What follows belongs to an exercise in optimizing a design on an open flow for small area and few clock cycles per item; a production flow would make more cautious choices. In this exercise RTL edits were held to simulation tests only and were not proved equivalent to the original.

==> nickel: inputs <==
Design sine_oscillator_sample_generator, start of the top module:
module sine_oscillator_sample_generator #(
    parameter int unsigned PHASE_BITS      = sosg_pkg::PHASE_BITS_DEF,
    parameter int unsigned TABLE_ADDR_BITS = sosg_pkg::TABLE_ADDR_BITS_DEF,
    parameter int unsigned SAMPLE_BITS     = sosg_pkg::SAMPLE_BITS_DEF
) (
    input  logic                                clk,
    input  logic                                rst_n,
    input  logic                                s_tvalid,
    output logic                                s_tready,
    input  logic [sosg_pkg::IN_DATA_BITS-1:0]   s_tdata,   
    input  logic                                s_tlast,
    output logic                                m_tvalid,
    input  logic                                m_tready,
    output logic [((SAMPLE_BITS+7)/8)*8-1:0]    m_tdata,   
    output logic                                m_tlast,
    input  logic                                psel,
    input  logic                                penable,
    input  logic                                pwrite,
    input  logic [sosg_pkg::APB_ADDR_BITS-1:0]  paddr,
    input  logic [sosg_pkg::APB_DATA_BITS-1:0]  pwdata,
    output logic [sosg_pkg::APB_DATA_BITS-1:0]  prdata,
    output logic                                pready
);
==> module sine_oscillator_sample_generator, before the edit <==
module sine_oscillator_sample_generator #(
    parameter int unsigned PHASE_BITS      = sosg_pkg::PHASE_BITS_DEF,
    parameter int unsigned TABLE_ADDR_BITS = sosg_pkg::TABLE_ADDR_BITS_DEF,
    parameter int unsigned SAMPLE_BITS     = sosg_pkg::SAMPLE_BITS_DEF
) (
    input  logic                                clk,
    input  logic                                rst_n,
    input  logic                                s_tvalid,
    output logic                                s_tready,
    input  logic [sosg_pkg::IN_DATA_BITS-1:0]   s_tdata,   
    input  logic                                s_tlast,
    output logic                                m_tvalid,
    input  logic                                m_tready,
    output logic [((SAMPLE_BITS+7)/8)*8-1:0]    m_tdata,   
    output logic                                m_tlast,
    input  logic                                psel,
    input  logic                                penable,
    input  logic                                pwrite,
    input  logic [sosg_pkg::APB_ADDR_BITS-1:0]  paddr,
    input  logic [sosg_pkg::APB_DATA_BITS-1:0]  pwdata,
    output logic [sosg_pkg::APB_DATA_BITS-1:0]  prdata,
    output logic                                pready
);
    logic [14:0] amplitude_reg;
    logic [31:0] phase_step_reg;
    logic        wr_en;
    logic        adv;
    logic        acc;
    logic        restart;
    logic [31:0] phase_reg;
    logic [31:0] phase_sum;
    logic [11:0] phase_top;
    logic [10:0] rom_addr;
    logic [9:0]  lower_set;
    logic [14:0] flip;
    logic [15:0] ent;
    logic [15:0] ent_reg;
    logic        neg1_reg;
    logic        last1_reg;
    logic        v1_reg;
    logic [14:0] prod;
    logic [14:0] mag;
    logic [14:0] mag_reg;
    logic        neg2_reg;
    logic        last2_reg;
    logic        v2_reg;
    assign pready = 1'b1;
    assign wr_en  = psel && penable && pwrite;
    always_ff @(posedge clk or negedge rst_n)
    begin
        if (!rst_n)
        begin
            amplitude_reg  <= sosg_pkg::AMP_RESET;
            phase_step_reg <= sosg_pkg::STEP_RESET;
        end
        else if (wr_en)
        begin
            if (paddr[2])
                phase_step_reg <= pwdata;
            else
                amplitude_reg  <= pwdata[14:0];
        end
    end
    assign prdata = paddr[2] ? phase_step_reg : {17'd0, amplitude_reg};
    assign adv      = !v2_reg || m_tready;
    assign s_tready = adv;
    assign acc      = s_tvalid && adv;
    assign restart  = s_tdata[0];
    sosg_add32 u_add (
        .a (phase_reg),
        .b (phase_step_reg),
        .s (phase_sum)
    );
    always_ff @(posedge clk or negedge rst_n)
    begin
        if (!rst_n)
            phase_reg <= '0;
        else if (acc)
            phase_reg <= restart ? phase_step_reg : phase_sum;
    end
    assign phase_top = phase_reg[31:20];
    assign lower_set[0] = 1'b0;
    genvar gi;
    generate
        for (gi = 1; gi < 10; gi++)
        begin : g_neg
            assign lower_set[gi] = lower_set[gi-1] | phase_top[gi-1];
        end
    endgenerate
    assign rom_addr = {phase_top[10] & !(lower_set[9] | phase_top[9]),
                       phase_top[9:0] ^ ({10{phase_top[10]}} & lower_set)};
    sosg_qrom u_qrom (
        .addr (rom_addr),
        .data (ent)
    );
    always_ff @(posedge clk or negedge rst_n)
    begin
        if (!rst_n)
        begin
            v1_reg <= 1'b0;
            v2_reg <= 1'b0;
        end
        else if (adv)
        begin
            v1_reg <= s_tvalid;
            v2_reg <= v1_reg;
        end
    end
    always_ff @(posedge clk)
    begin
        if (adv)
        begin
            ent_reg   <= restart ? 16'd0 : ent;
            neg1_reg  <= phase_top[11];
            last1_reg <= s_tlast;
            mag_reg   <= mag;
            neg2_reg  <= neg1_reg;
            last2_reg <= last1_reg;
        end
    end
    sosg_mul u_mul (
        .a (amplitude_reg),
        .b (ent_reg[14:0]),
        .p (prod)
    );
    assign mag = prod | (amplitude_reg & {15{ent_reg[15]}});
    assign m_tvalid = v2_reg;
    assign flip[0] = 1'b0;
    generate
        for (gi = 1; gi < 15; gi++)
        begin : g_flip
            assign flip[gi] = flip[gi-1] | (neg2_reg & mag_reg[gi-1]);
        end
    endgenerate
    assign m_tdata  = {flip[14] | (neg2_reg & mag_reg[14]), mag_reg ^ flip};
    assign m_tlast  = last2_reg;
endmodule
clock: 7.5 ns
lec_check: 0
abc_area: 1
cap_margin: 20
core_margin: 2
core_utilization: 40
cts_buf_list: sky130_fd_sc_hd__clkbuf_4 sky130_fd_sc_hd__clkbuf_8
gpl_timing_driven: 0
setup_slack_margin: 0.2
slew_margin: 20
synth_hierarchical: 1
synth_memory_max_bits: 65536
synth_minimum_keep_size: 0
standard.sh (not shown) runs the stock make flow with config.mk's settings and CLKGATE_MAP_FILE= SYNTH_SCRIPT=/design/flow/synth_recipe.tcl, a recipe that flattens the netlist after the stock synthesis.
==> flow/flow/run.sh <==
#!/bin/bash
set -euo pipefail
export REMOVE_ABC_BUFFERS=1
export BUFFER_PORTS_ARGS="-buffer_cell sky130_fd_sc_hd__buf_1"
export CTS_ARGS="-sink_clustering_enable -repair_clock_nets -buf_list {sky130_fd_sc_hd__clkbuf_4 sky130_fd_sc_hd__clkbuf_8} -sink_clustering_size 30 -sink_clustering_max_diameter 80 -dont_use_dummy_load"
bash standard.sh > standard.log 2>&1
==> inputs of willow, as changes to nickel <==
--- a/flow/design.v
+++ b/flow/design.v
@@ -1243,6 +1243,4 @@
     logic [11:0] phase_top;
     logic [10:0] rom_addr;
-    logic [9:0]  lower_set;
-    logic [14:0] flip;
     logic [15:0] ent;
     logic [15:0] ent_reg;
@@ -1291,14 +1289,5 @@
     end
     assign phase_top = phase_reg[31:20];
-    assign lower_set[0] = 1'b0;
-    genvar gi;
-    generate
-        for (gi = 1; gi < 10; gi++)
-        begin : g_neg
-            assign lower_set[gi] = lower_set[gi-1] | phase_top[gi-1];
-        end
-    endgenerate
-    assign rom_addr = {phase_top[10] & !(lower_set[9] | phase_top[9]),
-                       phase_top[9:0] ^ ({10{phase_top[10]}} & lower_set)};
+    assign rom_addr = phase_top[10] ? (11'd1024 - {1'b0, phase_top[9:0]}) : {1'b0, phase_top[9:0]};
     sosg_qrom u_qrom (
         .addr (rom_addr),
@@ -1337,12 +1326,5 @@
     assign mag = prod | (amplitude_reg & {15{ent_reg[15]}});
     assign m_tvalid = v2_reg;
-    assign flip[0] = 1'b0;
-    generate
-        for (gi = 1; gi < 15; gi++)
-        begin : g_flip
-            assign flip[gi] = flip[gi-1] | (neg2_reg & mag_reg[gi-1]);
-        end
-    endgenerate
-    assign m_tdata  = {flip[14] | (neg2_reg & mag_reg[14]), mag_reg ^ flip};
+    assign m_tdata  = neg2_reg ? (16'd0 - {1'b0, mag_reg}) : {1'b0, mag_reg};
     assign m_tlast  = last2_reg;
 endmodule
--- a/flow/config.mk
+++ b/flow/config.mk
@@ -9,7 +9,8 @@
 export CAP_MARGIN = 20
 export CORE_MARGIN = 2
-export CORE_UTILIZATION = 40
+export CORE_UTILIZATION = 50
 export CTS_BUF_LIST = sky130_fd_sc_hd__clkbuf_4 sky130_fd_sc_hd__clkbuf_8
 export GPL_TIMING_DRIVEN = 0
+export PLACE_DENSITY = 0.65
 export SETUP_SLACK_MARGIN = 0.2
 export SLEW_MARGIN = 20
==> reports/results.txt <==
Synth area leaders -> fa_1, dfrtp_1, nand2_1
register-to-register setup slack -> 0.54 ns
CP max stage delay -> 0.51 ns
metal3 WL -> 3790 um
status -> timing/DRC/antenna clean
clock period minus worst slack -> 6.964 ns
top sig layer -> met5
the above is filed under nickel

==> reports/results.txt <==
status -> timing/DRC/antenna clean
Synth area leaders -> fa_1, nand2_1, dfrtp_1
clock period minus worst slack -> 6.986 ns
CP max stage delay -> 0.57 ns
top sig layer -> met4
the above is filed under willow

Testbench counts of nickel, summed over its fixed seeds: cycles 19,264, items 19,200.
Testbench counts of willow, summed over its fixed seeds: cycles 19,264, items 19,200.

==> separate check: timing with driven ports <==
In the flow no input, the clock included, has a driving cell. The finished layouts below were timed again as built, in two steps. Step 1, drivers: a clkbuf_16 drives clk and a buf_2 each remaining input, both assumed. Step 2, shift: input delay + t, output delay - t, t = (earliest + latest rising clock arrival at the registers) / 2. This alone moves slack from input paths to output paths. Slacks: no drivers / after step 1 / after step 2; pairs: no drivers / after step 1.
run | shift t [ns] | setup slack, ns | pins driven straight from the clock port
nickel | 0.502 | 0.536 / 0.536 / 0.536 | 1
willow | 0.477 | 0.514 / 0.514 / 0.514 | 1
After both steps every run listed still meets setup and hold.
